This design comes from an exercise in tuning for small area, a short achievable clock period and few clock cycles per item on the open sky130 flow, not from production work.
In this exercise RTL edits were held to simulation tests only and were not proved equivalent to the original.
Power and IR drop assume default switching activity.

Setup of the previous run:
// mains_rms_and_frequency_monitor
module mains_rms_and_frequency_monitor #(
    parameter int WINDOW_BITS = 10
) (
    input  logic                aclk,
    input  logic                aresetn,
    input  logic                s_valid,
    output logic                s_ready,
    input  logic [SAMPLE_W-1:0] s_sample_mv,
    input  logic                s_sample_valid,
    output logic                m_valid,
    input  logic                m_ready,
    output logic [THR_W-1:0]    m_rms_volts_q8,
    output logic                m_blackout,
    output logic                m_surge,
    output logic [FREQ_W-1:0]   m_frequency_centihz,
    input  logic                psel,
    input  logic                penable,
    input  logic                pwrite,
    input  logic [APB_AW-1:0]   paddr,
    input  logic [APB_DW-1:0]   pwdata,
    output logic [APB_DW-1:0]   prdata,
    output logic                pready
);
For scale: ~480 flip-flops.
Settings: LEC_CHECK=0, ABC_AREA=1, CAP_MARGIN=20, CORE_MARGIN=2, CORE_UTILIZATION=40, SLEW_MARGIN=20; clock period 10.0 ns.
standard.sh (not shown) runs the stock make flow with config.mk's settings and CLKGATE_MAP_FILE= SYNTH_SCRIPT=/design/flow/synth_recipe.tcl, a recipe that flattens the netlist after the stock synthesis.
==> flow/flow/run.sh <==
#!/bin/bash
# Standard layout; repair_timing aims for a tighter setup margin and the
# ports get buf_2 buffers. Tool output goes to standard.log.
set -euo pipefail
export SETUP_SLACK_MARGIN=7.0
export BUFFER_PORTS_ARGS="-buffer_cell sky130_fd_sc_hd__buf_2"
bash standard.sh > standard.log 2>&1
Having completed the whole flow, the previous run delivered a layout that passed the timing, design-rule and antenna checks.
Testbench counts of the previous run, summed over its fixed seeds: cycles 20,452, items 19,252.
## Diff of input files: the current run against the previous run
Settings: swapping 40 for 65 in CORE_UTILIZATION.
==> flow/flow/run.sh <==
#!/bin/bash
# Standard layout; repair_timing aims for a tighter setup margin, the ports
# get buf_2 buffers and the clock tree gets no dummy loads. Tool output goes to standard.log.
set -euo pipefail
export SETUP_SLACK_MARGIN=6.8
export BUFFER_PORTS_ARGS="-buffer_cell sky130_fd_sc_hd__buf_2"
export CTS_ARGS="-sink_clustering_enable -repair_clock_nets -dont_use_dummy_load"
bash standard.sh > standard.log 2>&1
==> run notes <==
- The previous run → the current run: footprint of the multi-input gates lost 150 um^2; antenna diode instance count picked up an extra 2; time the worst path needs with I/O delays and setup lost 0.025 ns; combinational gate power lost about 3%; number of detailed-routing iterations run before antenna repair lost 1.
- The current run went all the way through synthesis, placement and routing and the layout is clean on timing, DRC and antenna.
- Looking at dominant power group, the clock result is from the previous run; the sequential cells one comes from the current run.
- The current run ends up with a post-route non-filler standard cell count that is about 9% lower than in the previous run.
- Taking the previous run as the reference, in the current run tap cell count now smaller, number of clock buffer instances in the layout now smaller.

---

mains_rms_and_frequency_monitor, a different RTL version from the one above (not shown whole).
Size in the first run: about 3300 cells after synthesis, roughly 480 flip-flops, about 140 I/O pins.
export LEC_CHECK = 0
export CAP_MARGIN = 20
export CORE_MARGIN = 2
export CORE_UTILIZATION = 40
export SLEW_MARGIN = 20
create_clock -name core_clock -period 10.0 [get_ports {aclk}]
==> flow/flow/run.sh <==
#!/bin/bash
# Standard layout; repair_timing aims for a tighter setup margin and the
# ports get buf_4 buffers. Tool output goes to standard.log.
set -euo pipefail
export SETUP_SLACK_MARGIN=7.0
export BUFFER_PORTS_ARGS="-buffer_cell sky130_fd_sc_hd__buf_4"
bash standard.sh > standard.log 2>&1
Testbench counts at the start, summed over its fixed seeds: cycles 20,452, items 19,252.
Then changed:
==> flow/flow/run.sh (replaced) <==
#!/bin/bash
# Standard layout; repair_timing aims for a tighter setup margin and the
# ports get buf_1 buffers. Tool output goes to standard.log.
set -euo pipefail
export SETUP_SLACK_MARGIN=6.5
export BUFFER_PORTS_ARGS="-buffer_cell sky130_fd_sc_hd__buf_1"
bash standard.sh > standard.log 2>&1
After rerunning: The new run finished clean. Via count falls by 3.5%. Total power hardly moves. Area after synthesis does not change. Clock power rose by about 5%. Clock-buffer cell count climbs by 2. Routed wire length is lower by 7.2%. Worst hold slack barely changes. Sequential share of layout area increases by 2.4 points. Register-to-register slack got worse by 0.02 ns. Die area stays the same.

---

## P
RTL: one of the versions met above, not the one the previous note started from.
Size in the first run: ~3900 cells after synthesis, roughly 480 flip-flops, about 140 I/O pins, roughly 0.029 mm2 of cells after synthesis.
==> flow/config.mk <==
export PLATFORM = sky130hd
export DESIGN_NAME = mains_rms_and_frequency_monitor
export DESIGN_NICKNAME = mains_rms_and_frequency_monitor
export VERILOG_FILES = /design/flow/design.v
export SDC_FILE = /design/flow/constraint.sdc
export NUM_CORES = 4
export LEC_CHECK = 0
export ABC_AREA = 1
export CAP_MARGIN = 20
export CORE_MARGIN = 2
export CORE_UTILIZATION = 55
export SLEW_MARGIN = 20
==> flow/constraint.sdc <==
create_clock -name core_clock -period 10.0 [get_ports {aclk}]
set_input_delay 2.0000 -clock core_clock [delete_from_list [all_inputs] [get_ports {aclk}]]
set_output_delay 2.0000 -clock core_clock [all_outputs]
set_load 0.01 [all_outputs]
==> flow/flow/run.sh <==
#!/bin/bash
# Standard layout; repair_timing aims for a tighter setup margin, the ports
# get buf_2 buffers and the clock tree gets no dummy loads. Tool output goes to standard.log.
set -euo pipefail
export SETUP_SLACK_MARGIN=6.8
export BUFFER_PORTS_ARGS="-buffer_cell sky130_fd_sc_hd__buf_2"
export CTS_ARGS="-sink_clustering_enable -repair_clock_nets -dont_use_dummy_load"
bash standard.sh > standard.log 2>&1
Testbench counts of P, summed over its fixed seeds: cycles 20,452, items 19,252.
## Diff of input files: Q against P
Settings: changing CORE_UTILIZATION from 55 to 40.
==> run notes <==
All of P and Q finish clean.
The met3 global-route usage in Q sits 1.4 points below the value recorded for P.
Final area on Q is up relative to P.
Relative to P, the wire length per cell of Q is lower by 5.5%.
From P to Q the numbers moved as follows: worst hold slack went down; number of global-route vias before repair moved down; wire length went up by 620 um; area of the multi-input gates essentially unchanged; final-layout clock buffer total went up.
Q vs. P: met2 layer wire length in the routed design now sits lower; register fraction of the total cell area lost 0.62 points.
#### Input delta (R over Q)
==> flow/flow/run.sh <==
#!/bin/bash
# Standard layout; repair_timing aims for a tighter setup margin and the
# ports get buf_2 buffers. Tool output goes to standard.log.
set -euo pipefail
export SETUP_SLACK_MARGIN=6.8
export BUFFER_PORTS_ARGS="-buffer_cell sky130_fd_sc_hd__buf_2"
bash standard.sh > standard.log 2>&1
Notes after the runs:
Number of nets in the finished design: R vs Q — no meaningful difference
Diff Q -> R: global-route usage +0.18 points; power +0.32 mW; share of final-layout standard cells stronger than drive strength 1 +0.68 points; tightest slew margin relative to the limit -0.69 points; design area +1.3%.
Diff Q -> R: wire length went up by 490 um, routed length on met2 climbed about 1.3%, setup slack fell 40 ps, via count increased 0.64%.
Relative to R, the following input files were edited for S:
Settings: changing CORE_UTILIZATION from 40 to 55.
==> flow/flow/run.sh <==
#!/bin/bash
# Standard layout; repair_timing aims for a tighter setup margin, the ports
# get buf_2 buffers and the clock tree gets no dummy loads. Tool output goes to standard.log.
set -euo pipefail
export SETUP_SLACK_MARGIN=7.0
export BUFFER_PORTS_ARGS="-buffer_cell sky130_fd_sc_hd__buf_2"
export CTS_ARGS="-sink_clustering_enable -repair_clock_nets -dont_use_dummy_load"
bash standard.sh > standard.log 2>&1
--- outcome ---
- S finished every stage and its layout cleared the timing, design-rule and antenna checks.
- Going from R to S, final cell count down 6.1%, first-pass GRT wire length now smaller, post-CTS repair timing setup buffer count went up by 80%, post-route cell area fell 0.94%, die outline area went down 27%.
- S vs R: clock power down by more than 10%
- The via count of the routed design of S is higher than that of R.
- Taking S over R, the standard cell core area ratio works out to 0.72.
- When S is measured against R, its proportion of power drawn by combinational gates turns out 1.4 points higher.
- Final core area utilization (S over R): increase, 17 points
- Diff S..R | antenna diode count | unchanged

---

RTL: one of the versions met above, not the one the previous note started from.
Size: ~480 flip-flops, ~140 I/O pins, about 0.028 mm² of cells after synthesis.
Settings: LEC_CHECK=0, CAP_MARGIN=20, CORE_MARGIN=2, CORE_UTILIZATION=40, SLEW_MARGIN=20; clock period 10.0 ns.
==> flow/flow/run.sh <==
#!/bin/bash
# Standard layout; repair_timing aims for a tighter setup margin and the
# ports get buf_2 buffers. Tool output goes to standard.log.
set -euo pipefail
export SETUP_SLACK_MARGIN=6.0
export BUFFER_PORTS_ARGS="-buffer_cell sky130_fd_sc_hd__buf_2"
bash standard.sh > standard.log 2>&1
Testbench counts at the start, summed over its fixed seeds: cycles 20,452, items 19,252.
Change:
==> flow/flow/run.sh (replaced) <==
#!/bin/bash
# Standard layout; repair_timing aims for a tighter setup margin, the ports
# get buf_2 buffers. Tool output goes to standard.log.
set -euo pipefail
export SETUP_SLACK_MARGIN=6.5
export BUFFER_PORTS_ARGS="-buffer_cell sky130_fd_sc_hd__buf_2"

bash standard.sh > standard.log 2>&1
CORE_UTILIZATION = 55   (was 40)
The changed run passed the timing, design-rule and antenna checks.
Final area came out higher slightly.
Total power rises by a few percent.
Clock skew came out lower by 3.1 ps.
Sequential share of layout area decreases by 0.18 points.
Critical path depth came out lower by 11.
Worst setup slack gains 360 ps.
Register-to-register slack gains 400 ps.
Count of clock-buffer cells in the layout drops by 19.
Flip-flop and latch count does not change.
Core utilization rises by 18 points.

---

RTL: one of the versions met above, not the one the previous note started from.
Size: about 3900 cells after synthesis, roughly 480 flip-flops, ~140 I/O pins, ~29000 um^2 of cells after synthesis.
## mains_rms_and_frequency_monitor
module mains_rms_and_frequency_monitor #(
    parameter int WINDOW_BITS = 10
) (
    input  logic                aclk,
    input  logic                aresetn,
    input  logic                s_valid,
    output logic                s_ready,
    input  logic [SAMPLE_W-1:0] s_sample_mv,
    input  logic                s_sample_valid,
    output logic                m_valid,
    input  logic                m_ready,
    output logic [THR_W-1:0]    m_rms_volts_q8,
    output logic                m_blackout,
    output logic                m_surge,
    output logic [FREQ_W-1:0]   m_frequency_centihz,
    input  logic                psel,
    input  logic                penable,
    input  logic                pwrite,
    input  logic [APB_AW-1:0]   paddr,
    input  logic [APB_DW-1:0]   pwdata,
    output logic [APB_DW-1:0]   prdata,
    output logic                pready
);
    logic [SAMPLE_W-1:0] offset_reg;
    logic [GAIN_W-1:0]   gain_reg;
    logic [THR_W-1:0]    low_thr_reg;
    logic [THR_W-1:0]    high_thr_reg;
    logic [WLEN_W-1:0]   win_len_reg;
    logic [RATE_W-1:0]   rate_reg;
    logic [MINP_W-1:0]   min_per_reg;
    logic                cfg_wr;
    assign cfg_wr = psel && penable && pwrite;
    assign pready = 1'b1;
    always_ff @(posedge aclk) begin
        if (!aresetn) begin
            offset_reg   <= OFFSET_RST;
            gain_reg     <= GAIN_RST;
            low_thr_reg  <= LOW_THR_RST;
            high_thr_reg <= HIGH_THR_RST;
            win_len_reg  <= WIN_LEN_RST;
            rate_reg     <= RATE_RST;
            min_per_reg  <= MIN_PER_RST;
        end else if (cfg_wr) begin
            case (paddr[4:2])
                REG_OFFSET:   offset_reg   <= pwdata[SAMPLE_W-1:0];
                REG_GAIN:     gain_reg     <= pwdata[GAIN_W-1:0];
                REG_LOW_THR:  low_thr_reg  <= pwdata[THR_W-1:0];
                REG_HIGH_THR: high_thr_reg <= pwdata[THR_W-1:0];
                REG_WIN_LEN:  win_len_reg  <= pwdata[WLEN_W-1:0];
                REG_RATE:     rate_reg     <= pwdata[RATE_W-1:0];
  ...
==> flow/config.mk <==
export PLATFORM = sky130hd
export DESIGN_NAME = mains_rms_and_frequency_monitor
export DESIGN_NICKNAME = mains_rms_and_frequency_monitor
export VERILOG_FILES = /design/flow/design.v
export SDC_FILE = /design/flow/constraint.sdc
export NUM_CORES = 4
export LEC_CHECK = 0
export ABC_AREA = 1
export CAP_MARGIN = 20
export CORE_MARGIN = 2
export CORE_UTILIZATION = 40
export SLEW_MARGIN = 20
==> flow/constraint.sdc <==
create_clock -name core_clock -period 10.0 [get_ports {aclk}]
set_input_delay 2.0000 -clock core_clock [delete_from_list [all_inputs] [get_ports {aclk}]]
set_output_delay 2.0000 -clock core_clock [all_outputs]
set_load 0.01 [all_outputs]
==> flow/flow/run.sh <==
#!/bin/bash
# Standard layout; repair_timing aims for a tighter setup margin, the ports
# get buf_2 buffers and the clock tree gets no dummy loads. Tool output goes to standard.log.
set -euo pipefail
export SETUP_SLACK_MARGIN=6.6
export BUFFER_PORTS_ARGS="-buffer_cell sky130_fd_sc_hd__buf_2"
export CTS_ARGS="-sink_clustering_enable -repair_clock_nets -dont_use_dummy_load"
bash standard.sh > standard.log 2>&1
Testbench counts at the start, summed over its fixed seeds: cycles 20,452, items 19,252.
Edit:
==> flow/flow/run.sh (replaced) <==
#!/bin/bash
# Standard layout; repair_timing aims for a tighter setup margin and the
# ports get buf_2 buffers. Tool output goes to standard.log.
set -euo pipefail
export SETUP_SLACK_MARGIN=6.8
export BUFFER_PORTS_ARGS="-buffer_cell sky130_fd_sc_hd__buf_2"
bash standard.sh > standard.log 2>&1
--- a/flow/config.mk
+++ b/flow/config.mk
@@ -6,5 +6,4 @@
 export NUM_CORES = 4
 export LEC_CHECK = 0
-export ABC_AREA = 1
 export CAP_MARGIN = 20
 export CORE_MARGIN = 2
Cell area climbs by 3.9%; synthesized area drops by 1.3%; die area drops by 1.3%; count of clock-buffer cells in the layout climbs by 20; global-route usage climbs by 1.2 points; worst setup slack improved by 0.042 ns; worst hold slack stays flat; power climbs by 12%.
Edit:
==> flow/flow/run.sh (replaced) <==
#!/bin/bash
# Standard layout; repair_timing aims for a tighter setup margin, the ports
# get buf_2 buffers and the clock tree gets no dummy loads. Tool output goes to standard.log.
set -euo pipefail
export SETUP_SLACK_MARGIN=6.8
export BUFFER_PORTS_ARGS="-buffer_cell sky130_fd_sc_hd__buf_2"
export CTS_ARGS="-sink_clustering_enable -repair_clock_nets -dont_use_dummy_load"
bash standard.sh > standard.log 2>&1
Sequential share of layout area increases by 0.58 points; wire length decreases slightly; hold slack gets worse by 0.0040 ns; core utilization decreases by 0.84 points; register-to-register slack barely changes; critical path depth increases by 2; area after synthesis stays the same; combinational power decreases slightly; sequential power is about the same; setup slack gets better by 0.023 ns.

[re-timing with driven ports]
The flow's constraints put no driver on any port. The routed layouts listed below were extracted and timed again, unchanged, in two steps.
Step 1 assumes that a clkbuf_16 drives the clock port and a buf_2 every other input.
Step 2 also shifts input and output timing later by t, the mid clock arrival at the registers, as if the neighbouring blocks saw the same clock.
Slacks: ideal / step 1 / step 2; pairs: ideal / step 1.
run | shift t [ns] | setup WS [ns] | worst setup path after step 2 | pins driven straight from the clock port
the previous run | 0.680 | 6.788 / 6.729 / 6.270 | input to register | 1
the current run | 0.648 | 6.814 / 6.752 / 6.214 | input to register | 1
the first run of note 2 | 0.691 | 6.702 / 6.664 / 6.274 | input to register | 1
the second run of note 2 | 0.667 | 6.586 / 6.528 / 5.957 | input to register | 1
P | 0.654 | 6.796 / 6.734 / 6.225 | input to register | 1
Q | 0.658 | 6.773 / 6.713 / 6.247 | input to register | 1
R | 0.686 | 6.733 / 6.674 / 6.211 | input to register | 1
S | 0.657 | 6.785 / 6.719 / 6.289 | input to register | 1
the first run of note 4 | 0.665 | 6.233 / 6.233 / 5.680 | input to register | 1
the second run of note 4 | 0.660 | 6.591 / 6.557 / 5.937 | input to register | 1
the first run of note 5 | 0.666 | 6.633 / 6.571 / 6.006 | input to register | 1
the second run of note 5 | 0.679 | 6.675 / 6.607 / 6.280 | input to register | 1
the third run of note 5 | 0.655 | 6.698 / 6.634 / 6.258 | input to register | 1
After both steps every run listed still meets setup and hold. The setup slack of the second run of note 4, which loses most, moves by -0.034 ns with the drivers and by -0.654 ns with both steps.
